This is an optimization exercise on Yosys and OpenROAD, whose aim is small area, not a production implementation. RTL that was checked went through simulation tests only; none was proved equivalent to the original. The RTL of run 3 was laid out without a check of its function. Power is estimated from default activity; no workload was simulated. The clock port is modelled as an ideal driver; clocking choices that lean on that would not hold on a real chip.

<file path="design/flow/run.sh">
#!/bin/bash
# synth_recipe.tcl (not shown) runs the flow's synth.tcl, then flattens the netlist and writes it again
# the make line also repeats each setting of config.mk as NAME=value (left out here)
make -C /OpenROAD-flow-scripts/flow DESIGN_CONFIG=/design/flow/config.mk WORK_HOME=/design/flow/orfs CLKGATE_MAP_FILE= SYNTH_SCRIPT=/design/flow/synth_recipe.tcl finish
</file>
<file path="design/flow/design.v">
package cpu_pkg;
  typedef logic [15:0] data_t;
  typedef logic [2:0]  reg_idx_t;
  typedef logic [4:0]  pc_t;
  localparam logic [1:0] FN_LT  = 2'b00;
  localparam logic [1:0] FN_AND = 2'b01;
  localparam logic [1:0] FN_XOR = 2'b10;
  localparam logic [1:0] FN_OR  = 2'b11;
endpackage
`timescale 1ns/1ps
module alu (
  input  logic [1:0]      fn,
  input  cpu_pkg::data_t  a,
  input  cpu_pkg::data_t  b,
  output cpu_pkg::data_t  result
);
  cpu_pkg::data_t  x;    
  cpu_pkg::data_t  h;    
  logic            lt;
  assign x = a & b;
  assign h = a ^ b;
  always_comb
  begin
    lt = 1'b0;
    for (int i = 0; i < 16; i++)
      lt = h[i] ? b[i] : lt;
  end
  always_comb
  begin
    result = (x & {16{fn[0]}}) | (h & {16{fn[1]}});
    if (fn == cpu_pkg::FN_LT)
      result[0] = lt;
  end
endmodule
`timescale 1ns/1ps
module reg_dec (
  input  cpu_pkg::reg_idx_t  idx,
  input  logic [7:0]         mask,
  output logic [7:0]         sel
);
  always_comb
  begin
    for (int i = 0; i < 8; i++)
      sel[i] = (idx == 3'(i)) & mask[i];
  end
endmodule
module reg_rd (
  input  logic [7:0]         sel,
  input  logic [7:0][15:0]   regs,
  output cpu_pkg::data_t     q
);
  always_comb
  begin
    q = '0;
    for (int i = 0; i < 8; i++)
      q = q | (regs[i] & {16{sel[i]}});
  end
endmodule
module reg_bank (
  input  logic               clk,
  input  logic               reset,
  input  logic               we,
  input  cpu_pkg::reg_idx_t  rd,
  input  cpu_pkg::reg_idx_t  ra,
  input  cpu_pkg::reg_idx_t  rb,
  input  cpu_pkg::data_t     alu_result,
  input  cpu_pkg::data_t     p0,
  input  cpu_pkg::data_t     p1,
  input  logic [1:0]         p_sel,
  output cpu_pkg::data_t     rd_a,
  output cpu_pkg::data_t     rd_b,
  output cpu_pkg::data_t     p0_out,
  output cpu_pkg::data_t     p1_out
);
  logic [7:0][15:0]  regs;
  logic [7:0]        written;    
  logic [7:0]        wsel;
  logic [7:0]        sel_a;
  logic [7:0]        sel_b;
  assign written[1:0] = 2'b11;
  reg_dec u_dec_w (.idx(rd), .mask({8{we}}), .sel(wsel));
  reg_dec u_dec_a (.idx(ra), .mask(written), .sel(sel_a));
  reg_dec u_dec_b (.idx(rb), .mask(written), .sel(sel_b));
  always_ff @(posedge clk or posedge reset)
  begin
    if (reset)
    begin
      regs[0] <= '0;
      regs[1] <= '0;
    end
    else
    begin
      if (wsel[0])
        regs[0] <= p_sel[0] ? alu_result : p0;
      if (wsel[1])
        regs[1] <= p_sel[1] ? alu_result : p1;
    end
  end
  always_ff @(posedge clk or posedge reset)
  begin
    if (reset)
      written[7:2] <= '0;
    else
      written[7:2] <= written[7:2] | wsel[7:2];
  end
  always_ff @(posedge clk)
  begin
    for (int i = 2; i < 8; i++)
      if (wsel[i])
        regs[i] <= alu_result;
  end
  reg_rd u_rd_a (.sel(sel_a), .regs(regs), .q(rd_a));
  reg_rd u_rd_b (.sel(sel_b), .regs(regs), .q(rd_b));
  assign p0_out = regs[0];
  assign p1_out = regs[1];
endmodule
`timescale 1ns/1ps
module run_sequencer (
  input  logic  clk,
  input  logic  reset,
  input  logic  run,
  input  logic  last,
  output logic  exec,
  output logic  busy,
  output logic  done
);
  always_ff @(posedge clk or posedge reset)
  begin
    if (reset)
    begin
      busy <= 1'b0;
      exec <= 1'b0;
      done <= 1'b0;
    end
    else
    begin
      busy <= exec ? !last : (busy | run);
      exec <= exec ? !last : busy;
      done <= exec & last;
    end
  end
endmodule
`timescale 1ns/1ps
module word_dec (
  input  cpu_pkg::pc_t  addr,
  input  logic          en,
  output logic [31:0]   sel
);
  always_comb
  begin
    for (int i = 0; i < 32; i++)
      sel[i] = en & (addr == 5'(i));
  end
endmodule
module program_counter (
  input  logic          clk,
  input  logic          reset,
  input  logic          load_valid,
  input  logic          exec,
  output logic [31:0]   wsel,
  output logic [31:0]   rsel,
  output logic          last
);
  cpu_pkg::pc_t  cnt;    
  cpu_pkg::pc_t  pc;     
  cpu_pkg::pc_t  pc_inc;
  assign pc_inc = pc + 1'b1;
  assign last   = (pc_inc == cnt);
  always_ff @(posedge clk or posedge reset)
  begin
    if (reset)
      cnt <= '0;
    else if (load_valid)
      cnt <= cnt + 1'b1;
  end
  always_ff @(posedge clk or posedge reset)
  begin
    if (reset)
      pc <= '0;
    else if (exec)
      pc <= last ? '0 : pc_inc;
  end
  word_dec u_wdec (.addr(cnt), .en(load_valid), .sel(wsel));
  word_dec u_rdec (.addr(pc),  .en(1'b1),       .sel(rsel));
endmodule
`timescale 1ns/1ps
module instr_enc (
  input  logic [31:0]  instr,
  output logic [10:0]  code
);
  logic [3:0]         op;
  logic [1:0]         fn;
  cpu_pkg::reg_idx_t  ra;
  cpu_pkg::reg_idx_t  rb;
  cpu_pkg::reg_idx_t  xa;
  cpu_pkg::reg_idx_t  xb;
  assign op = instr[31:28];
  assign ra = instr[24:22];
  assign rb = instr[21:19];
  always_comb
  begin
    xa = ra;
    xb = ra;
    fn = cpu_pkg::FN_LT;
    case (op)
      4'd3: begin fn = cpu_pkg::FN_AND; xb = rb; end   
      4'd4: begin fn = cpu_pkg::FN_OR;  xb = rb; end   
      4'd5: begin fn = cpu_pkg::FN_XOR; xb = rb; end   
      4'd6: begin fn = cpu_pkg::FN_LT;  xa = rb; end   
      4'd7: begin fn = cpu_pkg::FN_LT;  xb = rb; end   
      4'd9: begin fn = cpu_pkg::FN_AND;          end   
      default: ;                                       
    endcase
  end
  assign code = {fn, instr[27:25], xa, xb};
endmodule
module mem_rd (
  input  logic [31:0]        sel,
  input  logic [31:0][10:0]  mem,
  output logic [10:0]        q
);
  always_comb
  begin
    q = '0;
    for (int i = 0; i < 32; i++)
      q = q | (mem[i] & {11{sel[i]}});
  end
endmodule
module program_mem (
  input  logic               clk,
  input  logic [31:0]        load_instr,
  input  logic [31:0]        wsel,
  input  logic [31:0]        rsel,
  output logic [10:0]        instr
);
  logic [31:0][10:0]  mem;
  logic [10:0]        code;
  instr_enc u_enc (.instr(load_instr), .code(code));
  always_ff @(posedge clk)
  begin
    for (int i = 0; i < 32; i++)
      if (wsel[i])
        mem[i] <= code;
  end
  mem_rd u_rd (.sel(rsel), .mem(mem), .q(instr));
endmodule
`timescale 1ns/1ps
module cpu_top (
  input  logic                clk,
  input  logic                reset,
  input  logic [32:0]         load,     
  input  logic                run,
  input  logic [15:0]         p0,
  input  logic [15:0]         p1,
  input  logic [1:0]          p_sel,
  output logic                busy,
  output logic                done,
  output logic [15:0]         p0_out,
  output logic [15:0]         p1_out
);
  logic            exec;
  logic            last;
  logic [31:0]     wsel;
  logic [31:0]     rsel;
  logic [10:0]     instr;    
  cpu_pkg::data_t  rd_a;
  cpu_pkg::data_t  rd_b;
  cpu_pkg::data_t  alu_result;
  run_sequencer u_seq (
    .clk   (clk),
    .reset (reset),
    .run   (run),
    .last  (last),
    .exec  (exec),
    .busy  (busy),
    .done  (done)
  );
  program_counter u_pc (
    .clk        (clk),
    .reset      (reset),
    .load_valid (load[32]),
    .exec       (exec),
    .wsel       (wsel),
    .rsel       (rsel),
    .last       (last)
  );
  program_mem u_mem (
    .clk        (clk),
    .load_instr (load[31:0]),
    .wsel       (wsel),
    .rsel       (rsel),
    .instr      (instr)
  );
  reg_bank u_regs (
    .clk        (clk),
    .reset      (reset),
    .we         (exec),
    .rd         (instr[8:6]),
    .ra         (instr[5:3]),
    .rb         (instr[2:0]),
    .alu_result (alu_result),
    .p0         (p0),
    .p1         (p1),
    .p_sel      (p_sel),
    .rd_a       (rd_a),
    .rd_b       (rd_b),
    .p0_out     (p0_out),
    .p1_out     (p1_out)
  );
  alu u_alu (
    .fn     (instr[10:9]),
    .a      (rd_a),
    .b      (rd_b),
    .result (alu_result)
  );
endmodule
</file>
<file path="design/flow/constraint.sdc">
create_clock -name core_clock -period 5.0 [get_ports {clk}]
set_input_delay 1.0000 -clock core_clock [delete_from_list [all_inputs] [get_ports {clk}]]
set_output_delay 1.0000 -clock core_clock [all_outputs]
set_load 0.01 [all_outputs]
</file>
<file path="design/flow/config.mk">
export PLATFORM = sky130hd
export DESIGN_NAME = cpu_top
export DESIGN_NICKNAME = cpu_top
export VERILOG_FILES = /design/flow/design.v
export SDC_FILE = /design/flow/constraint.sdc
export NUM_CORES = 4
export LEC_CHECK = 0
export CAP_MARGIN = 20
export CORE_MARGIN = 2
export CORE_UTILIZATION = 40
export CTS_BUF_LIST = sky130_fd_sc_hd__clkbuf_4 sky130_fd_sc_hd__clkbuf_8
export CTS_CLUSTER_SIZE = 20
export SLEW_MARGIN = 20
export SYNTH_HIERARCHICAL = 1
</file>
==> metrics.md, run 1 <==
| Metric | Value |
|---|---|
| CTS Buf Count | 82 |
| Most numerous cell in the Yosys netlist | edfxtp_1 |
| Placed inst area | 22750 um^2 |
| Max Slew Vio Count | 0 |
| Cts hold-fix bufs | 0 |
| Mean Syn Cell Area | 15.46 um^2 |
| RSZ-0062 raised after global routing | false |
| Die footprint | 54450 um^2 |
| Tmin final | 4834 ps |
| Largest net degree at the start of global routing | 39 |
| Max frequency | 0.2069 GHz |
| Routed len/inst | 23.67 um |
| Residual DRC count | 0 |
| Switch Pwr | 0.006434 W |
| RePlAce Congestion | 0.8567 |
| Sw Ratio | 37.39% |
| Die Width | 233.3 um |
| Final Hold Viols | 0 |
| Root Buffer | clkbuf_8 |
| Initial Util | 40.28% |
| Fin crit share | 96.68% |
| Hold depth | 1 |
| Yosys warnings | 16 |
| Commonest cells in the netlist | 448 x edfxtp_1, 304 x a22oi_1, 100 x nor2_1 |
| Internal | 0.01077 W |
| Worst VDD drop | 538.2 uV |
| I/O Pins | 104 |
| Crit path capture | u_regs.regs[0] |
| CP Capture Type | flip-flop |
| CP Launch Point | u_pc.pc[4] |
| Reg-to-reg endpoint | u_regs.regs[0] |
| Post-Syn Area | 21040 um^2 |
| Via count | 13060 |
| Yosys top cell by area | edfxtp_1 |
| Clk pwr share | 19.9% |
| CP Data Required Time | 5550 ps |
| Clock Pin Slew Worst Setup and Hold Paths | 50 ps |
| Chip height | 233.3 um |
| Top FF cell, synth | edfxtp_1 |
| Clock latency (worst-skew pair) | 650 ps |
| Core area | 52240 um^2 |
| Area growth from synthesis to layout | 16.12% |
| Clk buf depth | 3 |
| Synth area leaders | edfxtp_1 64%, a22oi_1 11%, dfrtp_1 6.1% |
| CP Data Arrival Time | 5380 ps |
| Pleak | 8.197 nW |
| Status | complete, no violations |
| # H-tree levels | 3 |
| Final Setup Violations | 0 |
| CTS tree | built |
| Gr usage total | 19.97% |
| Flop2flop setup slack | 170 ps |
| Core Util, Final | 46.77% |
| WS Path Type | flip-flop to flip-flop |
| Synth Register Bits | 499 |
| Post-synth EDFFs | 448 |
| DP Wirelength | 34690 um |
| Layout cells sized above 1 | 20.51% |
| Antenna Nets Post-Route | 0 |
| Cell variety after synth | 69 |
| Max-Cap Viols | 0 |
| # port buffers | 84 |
| Reg2Reg Launch Point | u_pc.pc[4] |
| Worst setup SP type | flip-flop |
| Drt first pass iters | 5 |
| GR Overflow Total | 0 |
| Max Clock Skew | 31.10 ps |
| Vias in the first global route | 13150 |
| Power per cell area | 704.3 nW/um^2 |
| HP Class | flip-flop to flip-flop |
| Initial antenna violation count | 0 |
| R2R depth | 17 |
| Comb pwr share | 44.0% |
| Core Rows | 84 |
| Seq pwr share | 36.2% |
| Routed vias/inst | 5.709 |
| Finished Cell Area | 24430 um^2 |
| Max-slew headroom | 27.93% |
| N_diodes | 0 |
| Placed insts | 2137 |
| Global-route wire length before repair | 80560 um |
| Initial DRC count | 1163 |
| Actual slew at the worst max-slew pin | 1078 ps |
| Post-synthesis instance total | 1361 |
| Clock sink count | 499 |
| Ys async rst share | 10.22% |
| Top-area cell type share of the netlist area | 63.94% |
| Register area share after synthesis | 70.00% |
| Non-filler cells, final | 2287 |
| Max FO, Critical Path | 16 |
| Layout Nets | 1624 |
| Routed wire length | 54120 um |
-- flip-flops by register name (all words and copies together), names as in the netlist --
| signal | flops |
|---|---|
| u_regs.written | 6 |
| u_regs.regs | 128 |
| u_pc.cnt | 5 |
| u_seq.exec | 1 |
| u_pc.pc | 5 |
| u_seq.done | 1 |
| u_mem.mem | 352 |
| u_seq.busy | 1 |
-- layer usage --
layer | track usage, % | part of all wire (%) | vias to the layer above
met5 | 0 | 0 | -
met4 | 6.787 | 3.0 | 0
met3 | 3.882 | 5.9 | 121
met2 | 33.87 | 49 | 450
met1 | 25.62 | 42 | 6589
li1 | - | - | 5897
-- modules after synthesis, one instance, submodules excluded, a selection --
| module | flops+latches | times used | cells | area [um^2] |
|---|---|---|---|---|
| program_mem | 352 | 1 | 352 | 10570 |
| reg_bank | 134 | 1 | 280 | 4810 |
| mem_rd | 0 | 1 | 263 | 1891 |
| reg_rd | 0 | 2 | 96 | 758.2 |
| alu | 0 | 1 | 72 | 620.6 |
| program_counter | 10 | 1 | 57 | 596.8 |
| word_dec | 0 | 2 | 47 | 234.0 |
| instr_enc | 0 | 1 | 18 | 168.9 |
| run_sequencer | 3 | 1 | 9 | 110.1 |
| reg_dec | 0 | 3 | 8 | 96.34 |
-- how the worst min path moves through the flow --
stage,startpoint,slack (ps),to
finish,u_regs.written[7],490,u_regs.written[7]
global route,u_regs.written[7],510,u_regs.written[7]
CTS,u_regs.written[7],490,u_regs.written[7]
detailed placement,u_regs.written[7],470,u_regs.written[7]
global placement,u_regs.written[7],460,u_regs.written[7]
floorplan,u_regs.written[2],440,u_regs.written[2]
-- through the flow --
stage	TNS, ps	total power (W)	setup WS [ps]	hold slack [ps]
after floorplan	0	0.01103	756.4	443.3
after global placement	-193.3	0.01351	-62.13	461.7
after detailed placement	-439.8	0.01368	-83.50	471.2
after CTS	0	0.01718	1.400	488.4
after global routing	0	0.01814	10.91	514.1
final	0	0.01721	165.8	494.9
-- worst max-delay path, cell delays in order, from the launching register on --
cell       delay [ps]
dfrtp_1           520
nand4b_1          280
nor2_1            210
a22oi_1           300
nand4_1           230
or4_4             620
buf_4             160
nor4b_2           350
buf_12            210
a22oi_1           100
nand4_1           180
ha_1              290
or3_4             410
a2111oi_4         210
a221oi_2          100
o22ai_2           260
mux2i_1           120
a21oi_1           170
-- cell families after synthesis --
| family | share of synthesized area, % |
|---|---|
| xor+xnor | 0.3747 |
| other cells | 0.03569 |
| mux | 2.064 |
| simple gates | 8.302 |
| flops | 70.00 |
| compound gates | 13.33 |
| fa+ha+maj | 1.130 |
| buf+inv | 4.757 |
-- layout make-up --
cell class                 instances  area [um^2]
tap                              688        860.8
timing repair buffer             200         1754
fill                            4555        27800
inverter                          10        37.54
sequential                       499        14730
clock buffer                     112         1379
clock inverter                    36        192.7
multi-input combinational        742         5477
-- power groups by stage --
stage / clock [W] / sequential (W) / combinational [W]
floorplan: 0 / 0.00614 / 0.00489
global placement: 0 / 0.00626 / 0.00725
detailed placement: 0 / 0.00630 / 0.00738
CTS: 0.00351 / 0.00622 / 0.00745
global route: 0.00368 / 0.00630 / 0.00816
finish: 0.00342 / 0.00623 / 0.00756
-- what timing repair did --
action,in CTS,in global routing
pin swaps,0,4
endpoints found under the setup margin,8,10
buffers inserted,0,2
resized for setup,9,19
-- cell usage in the layout, fill, tap and decap left out, types with 4 or more instances in the layout --
master and instances:
mux2i_1 34, a22o_1 14, inv_1 8, and4bb_2 4
nand4_1 80, clkbuf_8 86, dfrtp_1 50, and4b_4 6
nand2b_1 6, ha_1 19, and4bb_4 5, nand4bb_1 5
nor2_2 18, o21ai_1 4, conb_1 12, clkdlybuf4s50_1 80
edfxtp_1 448, a22oi_1 304, mux2_2 7, clkinv_1 21
buf_12 5, nor3_1 6, nand4b_1 6, or4_1 8
buf_2 4, xnor2_1 6, clkbuf_4 26, nor2_1 83
or2_2 6, a21oi_1 34, clkinv_2 11, buf_4 111
nand2_1 13
==> run 2, diff against run 1 <==
--- a/design/flow/config.mk
+++ b/design/flow/config.mk
@@ -8,7 +8,5 @@
 export CAP_MARGIN = 20
 export CORE_MARGIN = 2
 export CORE_UTILIZATION = 40
-export CTS_BUF_LIST = sky130_fd_sc_hd__clkbuf_4 sky130_fd_sc_hd__clkbuf_8
-export CTS_CLUSTER_SIZE = 20
 export SLEW_MARGIN = 20
 export SYNTH_HIERARCHICAL = 1
==> run 2 against run 1 <==
Fmax is 0.43% lower. Register-to-register slack worse by 20 ps. Largest power group unchanged. Design area is 0.77% higher. Total power is 3.1% higher. Routed wire length hardly changed. Critical endpoint unchanged. Combinational power hardly changed. First-iteration DRC count is 7.8% lower. Sequential share of layout area is 0.46 points lower. Global-route usage is 0.19 points lower.
==> metrics.md, run 2 <==
| Metric | Value |
|---|---|
| Status | complete, no violations |
| Non-filler cells, final | 2236 |
| Setup TNS | 0 ps |
| WS Path Type | flip-flop to flip-flop |
| Top FF cell, synth | edfxtp_1 |
| Layout cells sized above 1 | 18.41% |
| Post-synth EDFFs | 448 |
| Clock Pin Slew Worst Setup and Hold Paths | 60 ps |
| Core area | 52240 um^2 |
| Fin crit share | 97.10% |
| Area growth from synthesis to layout | 17.01% |
| Leading cell types in the layout, fill and taps excluded | 448 x edfxtp_1, 304 x a22oi_1, 112 x buf_4 |
| Max-slew headroom | 23.43% |
| Commonest cells in the netlist | 448 x edfxtp_1, 304 x a22oi_1, 100 x nor2_1 |
| CP Data Arrival Time | 5370 ps |
| I/O Pins | 104 |
| DP Wirelength | 34690 um |
| Antenna Nets Post-Route | 0 |
| Vias in the first global route | 12910 |
| Final Hold Viols | 0 |
| Drt first pass iters | 8 |
| Post-synthesis instance total | 1361 |
| Actual slew at the worst max-slew pin | 1144 ps |
| CTS Buf Count | 52 |
| CP Capture Type | flip-flop |
| Clk buf depth | 3 |
| Most numerous cell in the Yosys netlist | edfxtp_1 |
| Largest register FFs | 352 |
| RSZ-0062 raised after global routing | false |
| Cell variety after synth | 69 |
| CP Launch Point | u_pc.pc[4] |
| Max frequency | 0.2060 GHz |
| Initial antenna violation count | 0 |
| Die Width | 233.3 um |
| Place WS | -83.50 ps |
| Layout Nets | 1595 |
| Gr usage total | 19.78% |
| RePlAce Congestion | 0.8567 |
| Mean Syn Cell Area | 15.46 um^2 |
| Most common cell after layout, fill and taps aside | edfxtp_1 |
| Clock sink count | 499 |
| Max-Cap Viols | 0 |
| Yosys warnings | 16 |
| Max Clock Skew | 20.26 ps |
| Crit path capture | u_regs.regs[0] |
| Placed insts | 2137 |
| Core Rows | 84 |
| Routed vias/inst | 5.763 |
| # H-tree levels | 2 |
| Synth area leaders | edfxtp_1 64%, a22oi_1 11%, dfrtp_1 6.1% |
| Worst setup SP type | flip-flop |
| Chip height | 233.3 um |
| HP Class | flip-flop to flip-flop |
| R2R depth | 17 |
| CP Data Required Time | 5510 ps |
| Routed len/inst | 24.20 um |
| Top-area cell type share of the netlist area | 63.94% |
| Flop2flop setup slack | 140 ps |
| Largest net degree at the start of global routing | 39 |
| CTS tree | built |
| GR Overflow Total | 0 |
| Post-Syn Area | 21040 um^2 |
| # port buffers | 84 |
| Top Registers | u_mem.mem (352), u_regs.regs (128), u_regs.written (6) |
| Reg-to-reg endpoint | u_regs.regs[0] |
| Final Hold Slack | 495.5 ps |
| Worst VDD drop | 528.5 uV |
| Initial Util | 40.28% |
| Root Buffer | clkbuf_16 |
| Clock latency (worst-skew pair) | 600 ps |
| Power per cell area | 720.4 nW/um^2 |
| Register area share after synthesis | 70.00% |
| Max FO, Critical Path | 16 |
| Via count | 12890 |
| N_diodes | 0 |
| Synth Register Bits | 499 |
| Routed wire length | 54120 um |
| Initial DRC count | 1072 |
| Global-route wire length before repair | 80060 um |
| Tmin final | 4855 ps |
| Final Setup Violations | 0 |
| Die footprint | 54450 um^2 |
| Reg2Reg Launch Point | u_pc.pc[4] |
| Setup ws final | 144.8 ps |
| Pleak | 8.205 nW |
| Max Slew Vio Count | 0 |
| Yosys top cell by area | edfxtp_1 |
| Largest Register | u_mem.mem |
| Residual DRC count | 0 |
| Cts hold-fix bufs | 0 |
| Ys async rst share | 10.22% |
run 2: changes by cell type in the layout (fill, tap and decap cells not counted), sizes merged:
| cell | delta |
|---|---|
| clkbuf | -52 |
| clkinvlp | +6 |
| buf | +1 |
| inv | +1 |
| bufinv | +6 |
| clkinv | -13 |
run 2: how the worst min path moves through the flow:
stage / depth (start not counted) / startpoint / to
after floorplan: 1 / u_regs.written[2] / u_regs.written[2]
after CTS: 1 / u_regs.written[6] / u_regs.written[6]
after global routing: 1 / u_regs.written[7] / u_regs.written[7]
after detailed placement: 1 / u_regs.written[7] / u_regs.written[7]
final: 1 / u_regs.written[7] / u_regs.written[7]
after global placement: 1 / u_regs.written[7] / u_regs.written[7]
run 2: Yosys stat by module, one instance, submodules excluded, a selection:
module	flip-flops and latches	cells	area, um^2	copies in the design
run_sequencer	3	9	110.1	1
reg_rd	0	96	758.2	2
program_counter	10	57	596.8	1
alu	0	72	620.6	1
program_mem	352	352	10570	1
reg_dec	0	8	96.34	3
instr_enc	0	18	168.9	1
run 2: metrics by stage:
stage / util, % / cell area, um^2 / total power (W)
global route: 47.13 / 24620 / 0.01863
finish: 47.13 / 24620 / 0.01774
global placement: 43.56 / 22750 / 0.01351
CTS: 46.96 / 24530 / 0.01767
floorplan: - / 21080 / 0.01103
detailed placement: 43.56 / 22750 / 0.01368
run 2: power breakdown:
group	internal, W	leakage [nW]	switching (W)
Sequential	0.00575	4.66	0.000476
Combinational	0.00319	2.71	0.00438
Clock	0.00232	0.839	0.00163
run 2: area by class of cell:
cell class | instances | area [um^2]
clock inverters | 36 | 389.1
clock buffers | 60 | 1361
multi-input cells | 742 | 5478
well taps | 688 | 860.8
fillers | 4515 | 27620
repair buffers | 201 | 1762
inverters | 10 | 37.54
flip-flops and latches | 499 | 14730
run 2: repair_timing:
action / in CTS / in global routing
buffers inserted: 0 / 2
resized for setup: 9 / 20
endpoints found under the hold margin: 0 / 0
setup endpoints to repair: 8 / 10
pin swaps: 0 / 2
run 2: cells by family after synthesis:
group / share of synthesized area, %
buf+inv: 4.757
xor+xnor: 0.3747
simple gates: 8.302
mux: 2.064
flops: 70.00
fa+ha+maj: 1.130
other cells: 0.03569
compound gates: 13.33
run 2: critical path, stage by stage, from the launching register on:
cell	delay [ps]
dfrtp_1	520
nand4b_1	270
nor2_1	210
a22oi_1	290
nand4_1	250
or4_4	630
buf_4	160
nor4b_2	340
buf_12	220
a22oi_1	100
nand4_1	180
ha_1	300
or3_4	410
a2111oi_4	210
a221oi_2	100
o22ai_2	260
mux2i_1	120
a21oi_1	170
run 2: metal layers:
layer  wire (um)  part of all wire, %  GRT usage [%]  up-vias
met2       26740                   49          33.74      478
met4        1646                  3.0          6.967        0
met1       22700                   42          25.95     6468
met5           0                    0              0        -
li1            -                    -              -     5827
met3        3028                  5.6          2.576      114
==> run 3, diff against run 2 <==
--- a/design/flow/design.v
+++ b/design/flow/design.v
@@ -49,11 +49,13 @@
   input  logic [7:0][15:0]   regs,
   output cpu_pkg::data_t     q
 );
-  always_comb
-  begin
-    q = '0;
-    for (int i = 0; i < 8; i++)
-      q = q | (regs[i] & {16{sel[i]}});
+  for (genvar b = 0; b < 16; b++)
+  begin : g_bit
+    logic [2:0]  t;
+    aoi3 u_aoi0 (.s(sel[2:0]), .d({regs[2][b], regs[1][b], regs[0][b]}), .y(t[0]));
+    aoi3 u_aoi1 (.s(sel[5:3]), .d({regs[5][b], regs[4][b], regs[3][b]}), .y(t[1]));
+    assign t[2] = ~|(sel[7:6] & {regs[7][b], regs[6][b]});
+    assign q[b] = ~&t;
   end
 endmodule
 module reg_bank (
@@ -120,6 +122,7 @@
   input  logic  reset,
   input  logic  run,
   input  logic  last,
+  output logic  fetch,
   output logic  exec,
   output logic  busy,
   output logic  done
@@ -128,60 +131,56 @@
   begin
     if (reset)
     begin
-      busy <= 1'b0;
-      exec <= 1'b0;
-      done <= 1'b0;
+      fetch <= 1'b0;
+      exec  <= 1'b0;
+      done  <= 1'b0;
     end
     else
     begin
-      busy <= exec ? !last : (busy | run);
-      exec <= exec ? !last : busy;
-      done <= exec & last;
+      fetch <= fetch ? !last : run;
+      exec  <= fetch;
+      done  <= exec & !fetch;    
     end
   end
+  assign busy = fetch | exec;
 endmodule
 `timescale 1ns/1ps
 module word_dec (
   input  cpu_pkg::pc_t  addr,
-  input  logic          en,
   output logic [31:0]   sel
 );
   always_comb
   begin
     for (int i = 0; i < 32; i++)
-      sel[i] = en & (addr == 5'(i));
+      sel[i] = (addr == 5'(i));
   end
 endmodule
 module program_counter (
   input  logic          clk,
   input  logic          reset,
   input  logic          load_valid,
-  input  logic          exec,
-  output logic [31:0]   wsel,
+  input  logic          fetch,
   output logic [31:0]   rsel,
   output logic          last
 );
-  cpu_pkg::pc_t  cnt;    
+  cpu_pkg::pc_t  top;    
   cpu_pkg::pc_t  pc;     
-  cpu_pkg::pc_t  pc_inc;
-  assign pc_inc = pc + 1'b1;
-  assign last   = (pc_inc == cnt);
+  assign last = (pc == '0);
   always_ff @(posedge clk or posedge reset)
   begin
     if (reset)
-      cnt <= '0;
+      top <= '1;
     else if (load_valid)
-      cnt <= cnt + 1'b1;
+      top <= top + 1'b1;
   end
   always_ff @(posedge clk or posedge reset)
   begin
     if (reset)
-      pc <= '0;
-    else if (exec)
-      pc <= last ? '0 : pc_inc;
+      pc <= '1;
+    else
+      pc <= fetch ? pc - 1'b1 : top;
   end
-  word_dec u_wdec (.addr(cnt), .en(load_valid), .sel(wsel));
-  word_dec u_rdec (.addr(pc),  .en(1'b1),       .sel(rsel));
+  word_dec u_rdec (.addr(pc), .sel(rsel));
 endmodule
 `timescale 1ns/1ps
 module instr_enc (
@@ -214,22 +213,45 @@
   end
   assign code = {fn, instr[27:25], xa, xb};
 endmodule
+module aoi3 (
+  input  logic [2:0]  s,
+  input  logic [2:0]  d,
+  output logic        y
+);
+  assign y = ~|(s & d);
+endmodule
+module mem_rd_bit (
+  input  logic [31:0]  sel,
+  input  logic [31:0]  d,
+  output logic         q
+);
+  logic [10:0]  t;    
+  for (genvar g = 0; g < 10; g++)
+  begin : g_aoi
+    aoi3 u_aoi (.s(sel[3*g +: 3]), .d(d[3*g +: 3]), .y(t[g]));
+  end
+  assign t[10] = ~|(sel[31:30] & d[31:30]);
+  assign q     = ~&t;
+endmodule
 module mem_rd (
   input  logic [31:0]        sel,
   input  logic [31:0][10:0]  mem,
   output logic [10:0]        q
 );
-  always_comb
-  begin
-    q = '0;
-    for (int i = 0; i < 32; i++)
-      q = q | (mem[i] & {11{sel[i]}});
+  for (genvar b = 0; b < 11; b++)
+  begin : g_bit
+    logic [31:0]  col;
+    for (genvar i = 0; i < 32; i++)
+    begin : g_col
+      assign col[i] = mem[i][b];
+    end
+    mem_rd_bit u_bit (.sel(sel), .d(col), .q(q[b]));
   end
 endmodule
 module program_mem (
   input  logic               clk,
   input  logic [31:0]        load_instr,
-  input  logic [31:0]        wsel,
+  input  logic               load_valid,
   input  logic [31:0]        rsel,
   output logic [10:0]        instr
 );
@@ -238,11 +260,13 @@
   instr_enc u_enc (.instr(load_instr), .code(code));
   always_ff @(posedge clk)
   begin
-    for (int i = 0; i < 32; i++)
-      if (wsel[i])
-        mem[i] <= code;
+    if (load_valid)
+      mem <= {mem[30:0], code};
   end
-  mem_rd u_rd (.sel(rsel), .mem(mem), .q(instr));
+  logic [10:0]  rd_word;
+  mem_rd u_rd (.sel(rsel), .mem(mem), .q(rd_word));
+  always_ff @(posedge clk)
+    instr <= rd_word;
 endmodule
 `timescale 1ns/1ps
 module cpu_top (
@@ -258,9 +282,9 @@
   output logic [15:0]         p0_out,
   output logic [15:0]         p1_out
 );
+  logic            fetch;
   logic            exec;
   logic            last;
-  logic [31:0]     wsel;
   logic [31:0]     rsel;
   logic [10:0]     instr;    
   cpu_pkg::data_t  rd_a;
@@ -271,6 +295,7 @@
     .reset (reset),
     .run   (run),
     .last  (last),
+    .fetch (fetch),
     .exec  (exec),
     .busy  (busy),
     .done  (done)
@@ -279,15 +304,14 @@
     .clk        (clk),
     .reset      (reset),
     .load_valid (load[32]),
-    .exec       (exec),
-    .wsel       (wsel),
+    .fetch      (fetch),
     .rsel       (rsel),
     .last       (last)
   );
   program_mem u_mem (
     .clk        (clk),
     .load_instr (load[31:0]),
-    .wsel       (wsel),
+    .load_valid (load[32]),
     .rsel       (rsel),
     .instr      (instr)
   );
--- a/design/flow/config.mk
+++ b/design/flow/config.mk
@@ -7,6 +7,10 @@
 export LEC_CHECK = 0
 export CAP_MARGIN = 20
 export CORE_MARGIN = 2
-export CORE_UTILIZATION = 40
+export CORE_UTILIZATION = 65
+export CTS_BUF_LIST = sky130_fd_sc_hd__clkbuf_16
+export CTS_CLUSTER_DIAMETER = 100
+export CTS_CLUSTER_SIZE = 30
+export PLACE_DENSITY = 0.75
 export SLEW_MARGIN = 20
 export SYNTH_HIERARCHICAL = 1
==> run 3 against run 2 <==
Critical endpoint is now u_regs.regs[16]. Fmax rose by 38%. Clock power fell by about 50%. Sequential power up 3%. Combinational power decreased by 38%. Synthesized cell count shrank 15%. Worst setup slack improved by 1300 ps. Non-clock buffer count fell by 105. Routed wire length shrank 15%. Critical path depth fell by 7. Clock-buffer cell count is 39 lower. Worst hold slack worse by 42 ps. Design area is 12% lower. Critical path type unchanged. Largest power group is now registers.
==> metrics.md, run 3 <==
| Metric | Value |
|---|---|
| Status | complete, no violations |
| Actual slew at the worst max-slew pin | 1168 ps |
| GR Overflow Total | 0 |
| Fin crit share | 70.13% |
| CP Data Required Time | 5400 ps |
| I/O Pins | 104 |
| Top-area cell type share of the netlist area | 66.58% |
| Power per cell area | 600.5 nW/um^2 |
| Die footprint | 32510 um^2 |
| Max FO, Critical Path | 16 |
| Gr usage total | 27.95% |
| CTS resizes | 0 |
| Cell variety after synth | 62 |
| RePlAce Congestion | 0.8615 |
| Max-slew headroom | 21.84% |
| Area of the multi-input gates | 4753 um^2 |
| Adder-cell share of the synthesized area | 1.177% |
| Mean Syn Cell Area | 17.52 um^2 |
| Via count | 12020 |
| Seq pwr share | 49.1% |
| Max Slew Vio Count | 0 |
| Yosys warnings | 14 |
| Pleak | 7.388 nW |
| Largest register FFs | 352 |
| Switch Pwr | 0.004620 W |
| Final Hold Slack | 453.9 ps |
| Most numerous cell in the Yosys netlist | edfxtp_1 |
| Max Clock Skew | 13.10 ps |
| Tmin final | 3506 ps |
| Initial Util | 66.05% |
| Commonest cells in the netlist | 448 x edfxtp_1, 174 x a222oi_1, 71 x nor2_1 |
| Residual DRC count | 0 |
| Clock latency (worst-skew pair) | 550 ps |
| Crit-path slowest cell | dfxtp_1 |
| Largest Register | u_mem.mem |
| Layout cells sized above 1 | 10.92% |
| Non-filler cells, final | 1623 |
| Post-Synth XOR/XNOR Area | 0.3034% |
| Core area | 30590 um^2 |
| CP cell instances | and4bb_2 > a222oi_1 > nand3_1 > ha_1 > mux2i_1 > a2111oi_4 > a221oi_2 > o22ai_2 > mux2i_1 > a21oi_1 |
| CTS Buf Count | 20 |
| Layout Nets | 1302 |
| Setup TNS | 0 ps |
| Post-Syn Area | 20200 um^2 |
| Placed insts | 1584 |
| Synth area leaders | edfxtp_1 67%, a222oi_1 8.6%, dfrtp_1 5.1% |
| FF/Latch Area | 14960 um^2 |
| CP Data Arrival Time | 3900 ps |
| Core Rows | 64 |
| Area growth from synthesis to layout | 7.828% |
| Most used cell, CP | mux2i_1 |
| Post-synthesis instance total | 1153 |
| # port buffers | 84 |
| Root Buffer | clkbuf_16 |
| Sw Ratio | 35.31% |
| Synth Area in Simple Gates | 6.670% |
| Max-Cap Viols | 0 |
| Worst setup SP type | flip-flop |
| Clock Pin Slew Worst Setup and Hold Paths | 120 ps |
| Ys async rst share | 10.00% |
| Top FF cell, synth | edfxtp_1 |
| CTS tree | built |
| HP Class | flip-flop to flip-flop |
| Fillers | 1982 |
| Global-route wire length before repair | 69760 um |
| Register area share after synthesis | 74.05% |
| Synth Register Bits | 510 |
| Placed inst area | 21170 um^2 |
| Cts hold-fix bufs | 0 |
| Finished Cell Area | 21790 um^2 |
| Slowest cell delay on critical path | 470 ps |
| N_diodes | 0 |
| Most common cell after layout, fill and taps aside | edfxtp_1 |
| Largest net degree at the start of global routing | 112 |
| Worst VDD drop | 298.3 uV |
| RSZ-0062 raised after global routing | false |
| Leading cell types in the layout, fill and taps excluded | 448 x edfxtp_1, 174 x a222oi_1, 82 x clkdlybuf4s50_1 |
| Cell family with most CP delay | compound AO/OA/AOI/OAI gates |
| Top Registers | u_mem.mem (352), u_regs.regs (128), u_mem.instr (11) |
| Vias in the first global route | 11700 |
| Yosys top cell by area | edfxtp_1 |
| Clock sink count | 510 |
| # H-tree levels | 1 |
| Mux share of post-synthesis cell area | 2.075% |
| Chip height | 180.3 um |
| Routed len/inst | 28.47 um |
| Clk pwr share | 15.0% |
| Antenna Nets Post-Route | 0 |
| Max frequency | 0.2852 GHz |
| Initial DRC count | 2166 |
| Comb pwr share | 35.9% |
| Routed vias/inst | 7.407 |
| Post-synth EDFFs | 448 |
| Post-CTS Repair Setup Buffers | 0 |
| Drt first pass iters | 9 |
| DP Wirelength | 28730 um |
| Fraction of the mapped netlist area in compound gates | 13.12% |
| Die Width | 180.3 um |
| Final Hold Viols | 0 |
| CP Buf/Inv Count | 0 |
| WS Path Type | flip-flop to flip-flop |
| CP Capture Type | flip-flop |
| Clk buf depth | 3 |
| Internal | 0.008463 W |
| Largest family of logic cells by synthesized area | compound AO/OA/AOI/OAI gates |
| Final Setup Violations | 0 |
| Routed wire length | 46210 um |
| Initial antenna violation count | 0 |
-- run 3: layout make-up --
cell class / count / share of cell area [%]
clock buffers: 21 / 2.412
inverters: 10 / 0.1723
repair buffers: 96 / 4.388
flip-flops and latches: 510 / 68.68
well taps: 396 / 2.274
multi-input cells: 575 / 21.82
clock inverters: 15 / 0.2584
-- run 3: per-stage QoR --
stage	setup slack, ps	util [%]	power [W]
2_1_floorplan	2005	-	0.009601
3_3_place_gp	1607	69.22	0.01097
3_5_place_dp	1541	69.20	0.01113
4_1_cts	1532	71.11	0.01306
5_1_grt	1271	71.22	0.01373
6_report	1494	71.22	0.01308
-- run 3: cells by family (layout without fill, tap and decap cells) --
| kind of cell | Yosys count | in the layout |
|---|---|---|
| AO/OA/AOI/OAI | 285 | 285 |
| XOR/XNOR | 7 | 7 |
| adder cells (fa/ha/maj) | 19 | 19 |
| buffers and inverters | 71 | 142 |
| flip-flops | 510 | 510 |
| multiplexers | 41 | 41 |
| other | 1 | 4 |
| AND/OR/NAND/NOR | 219 | 219 |
-- run 3: modules after synthesis (local to each module, per instance), a selection --
module           cells inside  flip-flops and latches  area, um^2
program_mem               363                     363       10790
reg_bank                  280                     134        4810
alu                        72                       0       620.6
program_counter            40                      10       460.4
word_dec                   47                       0       221.5
instr_enc                  18                       0       168.9
run_sequencer               8                       3       105.1
mem_rd_bit                  5                       0       36.28
aoi3                        1                       0       10.01
-- run 3: worst register-to-register path, stage by stage, from the launching register on --
cell and delay (ps):
dfxtp_1 470, and4bb_2 470, a222oi_1 410, nand3_1 150
ha_1 340, mux2i_1 440, a2111oi_4 140, a221oi_2 430
o22ai_2 260, mux2i_1 180, a21oi_1 90
-- run 3: path summary, 6_finish.rpt --
path                                start                 to  slack [ps]  cells after the start
max reg2reg                u_mem.instr[2]    u_regs.regs[16]        1490                     10
min reg2reg                u_mem.mem[209]     u_mem.mem[220]         450                      0
min                        u_mem.mem[209]     u_mem.mem[220]         450                      0
max in group asynchronous           reset  u_regs.written[6]        3670                      3
max                        u_mem.instr[2]    u_regs.regs[16]        1490                     10
min in group asynchronous           reset        u_seq.fetch         670                      2
-- run 3: routing by layer --
layer | share of wire [%] | vias to the layer above | GRT usage (%)
li1 | - | 5117 | -
met1 | 37 | 6014 | 37.31
met2 | 50 | 776 | 47.37
met3 | 8.9 | 114 | 3.941
met4 | 4.0 | 0 | 10.55
met5 | 0 | - | 0
-- run 3: power groups by stage --
| stage | Clock (W) | Sequential [W] | Combinational, W |
|---|---|---|---|
| after global routing | 0.00214 | 0.00651 | 0.00509 |
| after global placement | 0 | 0.00644 | 0.00452 |
| after detailed placement | 0 | 0.00650 | 0.00464 |
| after CTS | 0.00200 | 0.00641 | 0.00465 |
| after floorplan | 0 | 0.00624 | 0.00336 |
| final | 0.00196 | 0.00642 | 0.00470 |
==> run 4, diff against run 3 <==
--- a/design/flow/design.v
+++ b/design/flow/design.v
@@ -145,14 +145,27 @@
   assign busy = fetch | exec;
 endmodule
 `timescale 1ns/1ps
+package stage_seq;
+  function automatic logic [4:0] step(input logic [4:0] s);
+    step = {s[3:0], s[4] ^ s[2] ^ (s[3:0] == 4'd0)};
+  endfunction
+  function automatic logic [4:0] back(input logic [4:0] s);
+    back = {s[0] ^ s[3] ^ (s[4:1] == 4'd0), s[4:1]};
+  endfunction
+endpackage
 module word_dec (
   input  cpu_pkg::pc_t  addr,
   output logic [31:0]   sel
 );
+  logic [4:0]  st;
   always_comb
   begin
-    for (int i = 0; i < 32; i++)
-      sel[i] = (addr == 5'(i));
+    st = '0;
+    for (int j = 0; j < 32; j++)
+    begin
+      sel[j] = (addr == st);
+      st     = stage_seq::step(st);
+    end
   end
 endmodule
 module program_counter (
@@ -165,20 +178,21 @@
 );
   cpu_pkg::pc_t  top;    
   cpu_pkg::pc_t  pc;     
+  localparam cpu_pkg::pc_t  STAGE_M1 = 5'b10000;    
   assign last = (pc == '0);
   always_ff @(posedge clk or posedge reset)
   begin
     if (reset)
-      top <= '1;
+      top <= STAGE_M1;
     else if (load_valid)
-      top <= top + 1'b1;
+      top <= stage_seq::step(top);
   end
   always_ff @(posedge clk or posedge reset)
   begin
     if (reset)
-      pc <= '1;
+      pc <= STAGE_M1;
     else
-      pc <= fetch ? pc - 1'b1 : top;
+      pc <= fetch ? stage_seq::back(pc) : top;
   end
   word_dec u_rdec (.addr(pc), .sel(rsel));
 endmodule
==> design/flow/flow/run.sh (new file) <==
#!/bin/bash
# The standard layout (standard.sh, standard synthesis unchanged) with two
# changes: ports are buffered with buf_1 instead of a delay buffer, and the
# clock tree is built from clkbuf_16 in large clusters without dummy loads.
set -euo pipefail
CTS="-sink_clustering_enable -repair_clock_nets -dont_use_dummy_load"
CTS="$CTS -sink_clustering_size 30 -sink_clustering_max_diameter 100"
CTS="$CTS -buf_list sky130_fd_sc_hd__clkbuf_16"
bash standard.sh finish \
  "BUFFER_PORTS_ARGS=-buffer_cell sky130_fd_sc_hd__buf_1" \
  "CTS_ARGS=$CTS" RECOVER_POWER=100 > standard.log 2>&1
==> design/flow/standard.sh (new file) <==
#!/bin/bash
# synth_recipe.tcl (not shown) runs the flow's synth.tcl, then flattens the netlist and writes it again
# the make line also repeats each setting of config.mk as NAME=value (left out here)
make -C /OpenROAD-flow-scripts/flow DESIGN_CONFIG=/design/flow/config.mk WORK_HOME=/design/flow/orfs CLKGATE_MAP_FILE= SYNTH_SCRIPT=/design/flow/synth_recipe.tcl "${@:-finish}"
--- a/design/flow/config.mk
+++ b/design/flow/config.mk
@@ -8,9 +8,6 @@
 export CAP_MARGIN = 20
 export CORE_MARGIN = 2
 export CORE_UTILIZATION = 65
-export CTS_BUF_LIST = sky130_fd_sc_hd__clkbuf_16
-export CTS_CLUSTER_DIAMETER = 100
-export CTS_CLUSTER_SIZE = 30
 export PLACE_DENSITY = 0.75
 export SLEW_MARGIN = 20
 export SYNTH_HIERARCHICAL = 1
removed: design/flow/run.sh
==> run 4 against run 3 <==
The layout now fails its checks (capacitance limit, slew limit). Clock power fell by 5%. Synthesized area fell by 0.12%. Flip-flop and latch count did not move. Sequential share of layout area rose by 2.3 points. Non-clock buffer count rose by 6. Via count fell by 0.47%. Sequential power barely moved. Global-route usage fell by 0.38 points. Synthesized cell count fell by 0.43%. Highest routed layer unchanged. Die area fell by 0.12%. First-iteration DRC count rose by 1.4%. Fmax fell by 5.6%.
==> metrics.md, run 4 <==
| Metric | Value |
|---|---|
| N_diodes | 0 |
| Flop2flop setup slack | 1320 ps |
| Antenna Nets Post-Route | 0 |
| Chip height | 180.2 um |
| Max-Cap Viols | 6 |
| Die footprint | 32470 um^2 |
| CP Launch Point | load[32] |
| WS Path Type | primary input to flip-flop |
| Commonest cells in the netlist | 448 x edfxtp_1, 174 x a222oi_1, 68 x nor2_1 |
| Via count | 11970 |
| Setup TNS | 0 ps |
| Most numerous cell in the Yosys netlist | edfxtp_1 |
| Register area share after synthesis | 74.09% |
| CTS tree | built |
| Largest net degree at the start of global routing | 71 |
| DP Wirelength | 28560 um |
| Actual slew at the worst max-slew pin | 2597 ps |
| CP Buf/Inv Count | 2 |
| Worst VDD drop | 302.4 uV |
| Core Rows | 64 |
| Synth Register Bits | 510 |
| Max Slew Vio Count | 263 |
| GR Overflow Total | 0 |
| Worst setup SP type | primary input |
| Initial antenna violation count | 0 |
| Top-area cell type share of the netlist area | 66.66% |
| CTS resizes | 0 |
| Mean Syn Cell Area | 17.58 um^2 |
| # port buffers | 84 |
| Gr usage total | 27.58% |
| CP Data Arrival Time | 3830 ps |
| Initial Util | 65.97% |
| Max FO, Critical Path | 70 |
| Post-CTS Repair Setup Buffers | 0 |
| Clock latency (worst-skew pair) | 550 ps |
| Largest register FFs | 352 |
| Post-synthesis instance total | 1148 |
| CP Capture Type | flip-flop |
| Vias in the first global route | 11630 |
| Routed vias/inst | 7.441 |
| RSZ-0062 raised after global routing | false |
| Drt first pass iters | 9 |
| Area growth from synthesis to layout | 4.402% |
| Final Setup Violations | 0 |
| Status | failed layout checks |
| Global-route wire length before repair | 68920 um |
| Max frequency | 0.2694 GHz |
| Most common cell after layout, fill and taps aside | edfxtp_1 |
| Largest Register | u_mem.mem |
| SO Viols | capacitance limit, slew limit |
| Final Hold Viols | 0 |
| Fillers | 2066 |
| Top Registers | u_mem.mem (352), u_regs.regs (128), u_mem.instr (11) |
| I/O Pins | 104 |
| Leading cell types in the layout, fill and taps excluded | 448 x edfxtp_1, 174 x a222oi_1, 83 x buf_1 |
| # H-tree levels | 1 |
| Die Width | 180.2 um |
| Cts hold-fix bufs | 0 |
| Cell variety after synth | 62 |
| CTS Buf Count | 20 |
| Ys async rst share | 10.00% |
| Synth area leaders | edfxtp_1 67%, a222oi_1 8.6%, dfrtp_1 6.1% |
| Yosys top cell by area | edfxtp_1 |
| Fin crit share | 74.25% |
| HP Class | primary input to async pin |
| Top FF cell, synth | edfxtp_1 |
| Post-synth EDFFs | 448 |
| Routed wire length | 45610 um |
| CP Data Required Time | 5120 ps |
| CP cell instances | clkbuf_4 > dlymetal6s4s_1 |
| Power per cell area | 597.5 nW/um^2 |
| Yosys warnings | 14 |
| Layout cells sized above 1 | 8.581% |
| Max-slew headroom | -73.15% |
| Max Clock Skew | 22.18 ps |
| Clock sink count | 510 |
| Layout Nets | 1301 |
| Clk buf depth | 3 |
| Initial DRC count | 2197 |
| Power, Total | 0.01259 W |
| Tmin final | 3713 ps |
| R2R depth | 10 |
| Crit-path slowest cell | dlymetal6s4s_1 |
| Reg-to-reg endpoint | u_regs.regs[16] |
| Routed len/inst | 28.36 um |
| Post-Syn Area | 20180 um^2 |
| Root Buffer | clkbuf_16 |
| Core area | 30590 um^2 |
| Clock Pin Slew Worst Setup and Hold Paths | 110 ps |
| Slowest cell delay on critical path | 2040 ps |
| Pleak | 7.041 nW |
| Cell family with most CP delay | buffers and inverters |
| Reg2Reg Launch Point | u_mem.instr[1] |
| Residual DRC count | 0 |
| RePlAce Congestion | 0.8612 |
[run 4: cell count changes in the layout (fill, tap and decap cells not counted), moves of 9 or more]
cell / delta
buf_1: +83
clkdlybuf4s50_1: -82
inv_1: -15
clkbuf_1: +11
or4_4: -10
dfstp_2: -9
[run 4: cells by family (layout without fill, tap and decap cells)]
kind of cell	Yosys count	count (layout)	synth area share, %
DFF	510	510	74.09
AOI/OAI and AO/OA	286	286	13.25
and+or+nand+nor	217	217	6.646
buffers and inverters	71	132	2.585
muxes	46	46	2.356
adders and majority gates	17	17	1.054
other	1	4	0.01858
[run 4: area by class of cell]
| cell class | instances | area (um^2) | area share [%] |
|---|---|---|---|
| Multi-Input combinational cell | 570 | 4662 | 22.13 |
| Timing Repair Buffer | 102 | 421.7 | 2.001 |
| Clock buffer | 20 | 500.5 | 2.375 |
| Sequential cell | 510 | 14950 | 70.97 |
| Inverter | 10 | 37.54 | 0.1782 |
| Tap cell | 396 | 495.5 | 2.352 |
[run 4: metal layers]
| layer | track usage (%) | share of wire (%) |
|---|---|---|
| met5 | 0 | 0 |
| met4 | 8.903 | 3.0 |
| met3 | 3.800 | 9.5 |
| met2 | 46.43 | 50 |
| met1 | 37.84 | 37 |
[run 4: report_power, final]
| part | internal (W) | total [W] | switching (W) |
|---|---|---|---|
| clock network | 0.000726 | 0.00187 | 0.00115 |
| registers | 0.00578 | 0.00639 | 0.000610 |
| logic | 0.00157 | 0.00433 | 0.00276 |
[run 4: worst max-delay path by stage]
stage | cells past startpoint | slack (ps) | endpoint
after floorplan | 10 | 2010 | u_regs.regs[0]
after global placement | 10 | 1770 | u_regs.regs[16]
after detailed placement | 10 | 1750 | u_regs.regs[16]
after CTS | 10 | 1730 | u_regs.regs[16]
after global routing | 2 | 990 | u_mem.mem[239]
final | 2 | 1290 | u_mem.mem[250]
[run 4: metrics by stage]
step / hold slack (ps) / instance area (um^2) / instances / setup slack [ps] / util (%)
floorplan: 425.2 / 20190 / 1151 / 2005 / -
global placement: 428.1 / 20710 / 1587 / 1769 / 67.70
detailed placement: 432.3 / 20710 / 1587 / 1748 / 67.70
CTS: 305.0 / 21210 / 1607 / 1732 / 69.33
global route: 322.7 / 21070 / 1608 / 987.0 / 68.88
finish: 319.9 / 21070 / 1608 / 1287 / 68.88
[run 4: modules after synthesis (local to each module, per instance), a selection]
| module | flip-flops and latches | cell area (um^2) | cells |
|---|---|---|---|
| reg_rd | 0 | 299.0 | 36 |
| reg_dec | 0 | 96.34 | 8 |
| program_mem | 363 | 10790 | 363 |
| run_sequencer | 3 | 105.1 | 8 |
| mem_rd_bit | 0 | 36.28 | 5 |
| word_dec | 0 | 221.5 | 47 |
| alu | 0 | 620.6 | 72 |
| instr_enc | 0 | 168.9 | 18 |
| program_counter | 10 | 436.7 | 35 |
| aoi3 | 0 | 10.01 | 1 |
| reg_bank | 134 | 4810 | 280 |
==> run 5, diff against run 4 <==
--- a/design/flow/flow/run.sh
+++ b/design/flow/flow/run.sh
@@ -8,4 +8,4 @@
 CTS="$CTS -buf_list sky130_fd_sc_hd__clkbuf_16"
 bash standard.sh finish \
   "BUFFER_PORTS_ARGS=-buffer_cell sky130_fd_sc_hd__buf_1" \
-  "CTS_ARGS=$CTS" RECOVER_POWER=100 > standard.log 2>&1
+  "CTS_ARGS=$CTS" REMOVE_ABC_BUFFERS=1 > standard.log 2>&1
==> run 5 against run 4 <==
The run now finishes clean. Critical path depth up 8. Sequential share of layout area fell by 0.31 points. Clock power about the same. Non-clock buffer count shrank 7. Total power is 2.3% higher. First-iteration DRC count up 13%. Combinational power rose by 6.5%. Sequential power barely moved. Cell count decreased by 0.44%. Clock-buffer cell count is the same. Design area grew 0.44%. Largest cell class unchanged. Clock skew up 7.8 ps.
==> metrics.md, run 5 <==
| Metric | Value |
|---|---|
| Status | complete, no violations |
| RSZ-0062 raised after global routing | false |
| Largest net degree at the start of global routing | 149 |
| Placed inst area | 20640 um^2 |
| Antenna Nets Post-Route | 0 |
| Leading cell types in the layout, fill and taps excluded | 448 x edfxtp_1, 174 x a222oi_1, 83 x buf_1 |
| WS Path Type | flip-flop to flip-flop |
| GR Overflow Total | 0 |
| Slowest cell delay on critical path | 500 ps |
| Post-synthesis instance total | 1148 |
| Clk buf depth | 3 |
| Synth Register Bits | 510 |
| Actual slew at the worst max-slew pin | 1193 ps |
| Vias in the first global route | 11580 |
| Initial DRC count | 2485 |
| Area growth from synthesis to layout | 4.861% |
| Initial Util | 65.97% |
| Largest Register | u_mem.mem |
| Residual DRC count | 0 |
| Final Hold Viols | 0 |
| Tmin final | 3410 ps |
| Gr usage total | 27.58% |
| Clock sink count | 510 |
| Worst setup SP type | flip-flop |
| Post-Syn Area | 20180 um^2 |
| I/O Pins | 104 |
| Routed vias/inst | 7.463 |
| Top FF cell, synth | edfxtp_1 |
| Largest register FFs | 352 |
| Top-area cell type share of the netlist area | 66.66% |
| Root Buffer | clkbuf_16 |
| Most numerous cell in the Yosys netlist | edfxtp_1 |
| Max frequency | 0.2932 GHz |
| Drt first pass iters | 7 |
| Power per cell area | 608.8 nW/um^2 |
| CP cell instances | and4bb_2 > a222oi_1 > nand3_1 > ha_1 > or3_4 > a2111oi_4 > a221oi_2 > o22ai_2 > mux2i_1 > a21oi_1 |
| Max Clock Skew | 29.95 ps |
| CTS resizes | 0 |
| CP Data Arrival Time | 3890 ps |
| Initial antenna violation count | 0 |
| Cell variety after synth | 62 |
| CP Data Required Time | 5480 ps |
| Yosys warnings | 14 |
| Die Width | 180.2 um |
| Max-slew headroom | 20.20% |
| Placed insts | 1579 |
| CTS Buf Count | 20 |
| Finished Cell Area | 21160 um^2 |
| Commonest cells in the netlist | 448 x edfxtp_1, 174 x a222oi_1, 68 x nor2_1 |
| Routed len/inst | 28.37 um |
| Crit-path slowest cell | and4bb_2 |
| Register area share after synthesis | 74.09% |
| Layout cells sized above 1 | 10.71% |
| # port buffers | 84 |
| Top Registers | u_mem.mem (352), u_regs.regs (128), u_mem.instr (11) |
| Layout Nets | 1294 |
| Global-route wire length before repair | 68570 um |
| Via count | 11950 |
| CP Capture Type | flip-flop |
| Clock Pin Slew Worst Setup and Hold Paths | 110 ps |
| Mean Syn Cell Area | 17.58 um^2 |
| Clock latency (worst-skew pair) | 550 ps |
| N_diodes | 0 |
| Max FO, Critical Path | 16 |
| Chip height | 180.2 um |
| Pleak | 7.062 nW |
| Post-synth EDFFs | 448 |
| RePlAce Congestion | 0.9074 |
| Routed wire length | 45420 um |
| DP Wirelength | 28710 um |
| Max Slew Vio Count | 0 |
| Core Rows | 64 |
| Power, Total | 0.01288 W |
| Core area | 30590 um^2 |
| Post-CTS Repair Setup Buffers | 0 |
| Yosys top cell by area | edfxtp_1 |
| Final Setup Violations | 0 |
| Cell family with most CP delay | compound AO/OA/AOI/OAI gates |
| CP Buf/Inv Count | 0 |
| CTS tree | built |
| # H-tree levels | 1 |
| HP Class | primary input to async pin |
| Synth area leaders | edfxtp_1 67%, a222oi_1 8.6%, dfrtp_1 6.1% |
| Worst VDD drop | 552.9 uV |
| Fin crit share | 68.20% |
| Most common cell after layout, fill and taps aside | edfxtp_1 |
| Cts hold-fix bufs | 0 |
| Die footprint | 32470 um^2 |
| Non-filler cells, final | 1601 |
| Max-Cap Viols | 0 |
| Ys async rst share | 10.00% |
| Setup TNS | 0 ps |
[run 5: final timing paths]
check | start | to | slack, ps | depth (start not counted)
max | u_mem.instr[2] | u_regs.regs[0] | 1590 | 10
min in group core_clock | u_mem.mem[79] | u_mem.mem[90] | 450 | 0
min reg2reg | u_mem.mem[79] | u_mem.mem[90] | 450 | 0
max in group asynchronous | reset | u_regs.regs[9] | 4030 | 3
max reg2reg | u_mem.instr[2] | u_regs.regs[0] | 1590 | 10
min | reset | u_seq.done | 290 | 2
[run 5: layout make-up]
class,instances,area (um^2)
flip-flops and latches,510,14950
clock buffers,20,500.5
well taps,396,495.5
multi-input cells,570,4737
inverters,10,37.54
repair buffers,95,439.2
fillers,2009,9428
[run 5: kinds of logic (layout without fill, tap and decap cells)]
group,Yosys count,count (layout),synth area share [%]
buffers and inverters,71,125,2.585
muxes,46,46,2.356
DFF,510,510,74.09
adders and majority gates,17,17,1.054
AOI/OAI and AO/OA,286,286,13.25
and+or+nand+nor,217,217,6.646
other,1,4,0.01858
[run 5: metal layers]
layer / routed length, um / GRT usage (%) / share of wire (%)
met1: 18160 / 41.16 / 40
met2: 20170 / 40.92 / 44
met3: 5788 / 7.518 / 13
met4: 1244 / 7.097 / 2.7
met5: 51 / 1.185 / 0.11
[run 5: per-stage QoR]
| step | worst slack (ps) | util, % | hold WS, ps |
|---|---|---|---|
| 6_report | 1590 | 69.18 | 293.3 |
| 5_1_grt | 1447 | 69.18 | 315.3 |
| 4_1_cts | 1674 | 69.10 | 298.3 |
| 3_5_place_dp | 1692 | 67.46 | 431.9 |
| 3_3_place_gp | 1842 | 67.46 | 426.8 |
| 2_1_floorplan | 2002 | - | 425.2 |
[run 5: where the power goes]
part	internal [W]	total (W)	switching, W
sequential	0.00577	0.00639	0.000618
clock	0.000726	0.00189	0.00116
combinational	0.00171	0.00461	0.00289
[run 5: Yosys stat by module, one instance, submodules excluded, a selection]
module           cells inside  copies in the design
aoi3                        1                   174
reg_dec                     8                     3
word_dec                   47                     1
reg_bank                  280                     1
program_counter            35                     1
alu                        72                     1
instr_enc                  18                     1
program_mem               363                     1
reg_rd                     36                     2
mem_rd_bit                  5                    11
run_sequencer               8                     1
==> run 6, diff against run 5 <==
--- a/design/flow/flow/run.sh
+++ b/design/flow/flow/run.sh
@@ -8,4 +8,4 @@
 CTS="$CTS -buf_list sky130_fd_sc_hd__clkbuf_16"
 bash standard.sh finish \
   "BUFFER_PORTS_ARGS=-buffer_cell sky130_fd_sc_hd__buf_1" \
-  "CTS_ARGS=$CTS" REMOVE_ABC_BUFFERS=1 > standard.log 2>&1
+  "CTS_ARGS=$CTS" > standard.log 2>&1
==> run 6 against run 5 <==
Sequential share of layout area is 0.25 points lower. Worst setup slack better by 130 ps. Clock-buffer cell count is the same. First-iteration DRC count shrank 9.0%. Fmax grew 4.1%. Cell count grew 0.44%. Clock skew shrank 8.1 ps. Via count rose by 0.44%. Worst hold slack improved by 27 ps. Still clean. Register-to-register slack gained 130 ps. Largest cell class unchanged. Routed wire length increased by 0.40%. Total power fell by 0.95%.
==> metrics.md, run 6 <==
| Metric | Value |
|---|---|
| Status | complete, no violations |
| CP cell instances | and4b_2 > a222oi_1 > nand3_1 > ha_1 > nor3_2 > a2111oi_4 > a221oi_2 > o22ai_2 > mux2i_1 > a21oi_1 |
| Die Width | 180.2 um |
| Tmin final | 3276 ps |
| Yosys top cell by area | edfxtp_1 |
| RSZ-0062 raised after global routing | false |
| Layout cells sized above 1 | 11.47% |
| GR Overflow Total | 0 |
| Power per cell area | 600.9 nW/um^2 |
| Register area share after synthesis | 74.09% |
| Chip height | 180.2 um |
| Most numerous cell in the Yosys netlist | edfxtp_1 |
| Synth Register Bits | 510 |
| Fin crit share | 65.53% |
| Crit-path slowest cell | dfxtp_1 |
| Top Registers | u_mem.mem (352), u_regs.regs (128), u_mem.instr (11) |
| Post-synthesis instance total | 1148 |
| Most common cell after layout, fill and taps aside | edfxtp_1 |
| HP Class | primary input to async pin |
| Reg-to-reg endpoint | u_regs.regs[16] |
| Largest register FFs | 352 |
| DP Wirelength | 28560 um |
| I/O Pins | 104 |
| Cts hold-fix bufs | 0 |
| Max frequency | 0.3052 GHz |
| Area growth from synthesis to layout | 5.239% |
| CP Data Required Time | 5390 ps |
| Mean Syn Cell Area | 17.58 um^2 |
| Yosys warnings | 14 |
| Non-filler cells, final | 1608 |
| Commonest cells in the netlist | 448 x edfxtp_1, 174 x a222oi_1, 68 x nor2_1 |
| Placed insts | 1587 |
| Slowest cell delay on critical path | 460 ps |
| Post-CTS Repair Setup Buffers | 0 |
| Synth area leaders | edfxtp_1 67%, a222oi_1 8.6%, dfrtp_1 6.1% |
| Core area | 30590 um^2 |
| Cell family with most CP delay | compound AO/OA/AOI/OAI gates |
| Comb pwr share | 35.3% |
| CP Capture Type | flip-flop |
| Max-slew headroom | 21.17% |
| Actual slew at the worst max-slew pin | 1178 ps |
| # port buffers | 84 |
| Reg2Reg Launch Point | u_mem.instr[2] |
| Root Buffer | clkbuf_16 |
| Worst setup SP type | flip-flop |
| Core Util, Final | 69.43% |
| Max Slew Vio Count | 0 |
| Vias in the first global route | 11630 |
| Post-Syn Area | 20180 um^2 |
| # H-tree levels | 1 |
| Leading cell types in the layout, fill and taps excluded | 448 x edfxtp_1, 174 x a222oi_1, 83 x buf_1 |
| Die footprint | 32470 um^2 |
| Setup TNS | 0 ps |
| Internal | 0.008205 W |
| Top-area cell type share of the netlist area | 66.66% |
| Initial antenna violation count | 0 |
| Clock sink count | 510 |
| N_diodes | 0 |
| Routed vias/inst | 7.463 |
| Drt first pass iters | 7 |
| Initial DRC count | 2262 |
| Clk buf depth | 3 |
| Post-synth EDFFs | 448 |
| Global-route wire length before repair | 68920 um |
| Via count | 12000 |
| CTS Buf Count | 20 |
| Residual DRC count | 0 |
| Cell variety after synth | 62 |
| Clk pwr share | 14.7% |
| Initial Util | 65.97% |
| Gr usage total | 27.58% |
| Power, Total | 0.01276 W |
| Largest net degree at the start of global routing | 71 |
| CTS tree | built |
| Max FO, Critical Path | 16 |
| Clock latency (worst-skew pair) | 540 ps |
| Final Setup Violations | 0 |
| Worst VDD drop | 302.4 uV |
| Routed len/inst | 28.36 um |
| WS Path Type | flip-flop to flip-flop |
| Final Hold Viols | 0 |
| Largest Register | u_mem.mem |
| Sw Ratio | 35.71% |
| Top FF cell, synth | edfxtp_1 |
| Ys async rst share | 10.00% |
| Max Clock Skew | 21.86 ps |
| Layout Nets | 1301 |
| Max-Cap Viols | 0 |
| Core Rows | 64 |
| CP Data Arrival Time | 3660 ps |
| Flop2flop setup slack | 1720 ps |
| Routed wire length | 45600 um |
| CTS resizes | 0 |
| Pleak | 7.100 nW |
| RePlAce Congestion | 0.8612 |
| Switch Pwr | 0.004557 W |
| Clock Pin Slew Worst Setup and Hold Paths | 110 ps |
| R2R depth | 10 |
| Seq pwr share | 50.0% |
| CP Buf/Inv Count | 0 |
| Antenna Nets Post-Route | 0 |
==> run 6: cell types whose count changed in the layout (fill, tap and decap cells not counted) <==
cell	delta
buf_6	+1
nor2_2	+3
buf_4	+5
buf_12	+1
nor2_1	-3
==> run 6: per-stage QoR <==
step / hold slack, ps / area, um^2 / worst slack, ps
2_1_floorplan: 425.2 / 20190 / 2005
3_3_place_gp: 428.1 / 20710 / 1769
3_5_place_dp: 432.3 / 20710 / 1748
4_1_cts: 305.0 / 21210 / 1732
5_1_grt: 322.7 / 21240 / 1469
6_report: 320.1 / 21240 / 1724
==> run 6: worst max path at each step <==
stage | from | to | depth (start not counted)
global route | u_mem.instr[2] | u_regs.regs[0] | 10
CTS | u_mem.instr[2] | u_regs.regs[16] | 10
floorplan | u_mem.instr[1] | u_regs.regs[0] | 10
detailed placement | u_mem.instr[2] | u_regs.regs[16] | 10
finish | u_mem.instr[2] | u_regs.regs[16] | 10
global placement | u_mem.instr[2] | u_regs.regs[16] | 10
==> run 6: cell type report <==
class	instances	area (um^2)
Inverter	10	37.54
Clock buffer	20	500.5
Timing Repair Buffer	102	508.0
Sequential cell	510	14950
Fill cell	2039	9351
Tap cell	396	495.5
Multi-Input combinational cell	570	4745
==> run 6: per-module statistics from Yosys, one instance, submodules excluded, excerpt <==
module | flip-flops and latches | cells inside | area [um^2] | times used
instr_enc | 0 | 18 | 168.9 | 1
program_mem | 363 | 363 | 10790 | 1
program_counter | 10 | 35 | 436.7 | 1
reg_bank | 134 | 280 | 4810 | 1
aoi3 | 0 | 1 | 10.01 | 174
mem_rd_bit | 0 | 5 | 36.28 | 11
alu | 0 | 72 | 620.6 | 1
run_sequencer | 3 | 8 | 105.1 | 1
reg_dec | 0 | 8 | 96.34 | 3
reg_rd | 0 | 36 | 299.0 | 2
word_dec | 0 | 47 | 221.5 | 1
==> run 6: metal layers <==
metal | share of wire, % | vias up | global-route usage (%) | wire length, um
met5 | 0 | - | 0 | 0
met4 | 3.5 | 0 | 8.903 | 1598
met3 | 9.4 | 116 | 3.800 | 4269
met2 | 50 | 751 | 46.43 | 22720
met1 | 37 | 6020 | 37.84 | 17010
li1 | - | 5113 | - | -
==> run 6: power groups by stage <==
stage               sequential (W)  clock (W)  combinational (W)
floorplan                  0.00621          0            0.00336
global placement           0.00640          0            0.00433
detailed placement         0.00646          0            0.00445
CTS                        0.00636    0.00191            0.00446
global route               0.00647    0.00203            0.00487
finish                     0.00638    0.00188            0.00450
==> run 6: cells by family after synthesis <==
group | share of synthesized area (%)
fa+ha+maj | 1.054
simple gates | 6.646
flops | 74.09
other cells | 0.01858
mux | 2.356
buf+inv | 2.585
compound gates | 13.25

static timing again, ports no longer ideal:
The flow's constraints put no driver on any port. The routed layouts listed below were extracted and timed again, unchanged, in two steps. Step 1 assumes that a clkbuf_16 drives the clock port and a buf_2 every other input. Step 2 moves the port delays by t, midway between the first and last clock arrival at a register: inputs arrive t later, outputs are due t later. That takes back most of the time a late clock gives input paths. Three values: ideal, step 1, step 2; two values: the first two.
run	shift t [ns]	setup slack, ns	worst data-port slew with drivers (ns)	cell pins on the clock port's net
run 1	0.690	0.166 / 0.166 / 0.166	0.05	1
run 2	0.651	0.145 / 0.145 / 0.145	0.05	1
run 3	0.591	1.494 / 1.494 / 1.494	0.06	1
run 4	0.581	1.287 / 1.314 / 0.732	0.04	1
run 5	0.593	1.590 / 1.590 / 1.590	0.05	1
run 6	0.581	1.724 / 1.724 / 1.724	0.04	1
The setup slack of run 4, which loses most, moves by +0.027 ns with the drivers and by -0.555 ns with both steps.
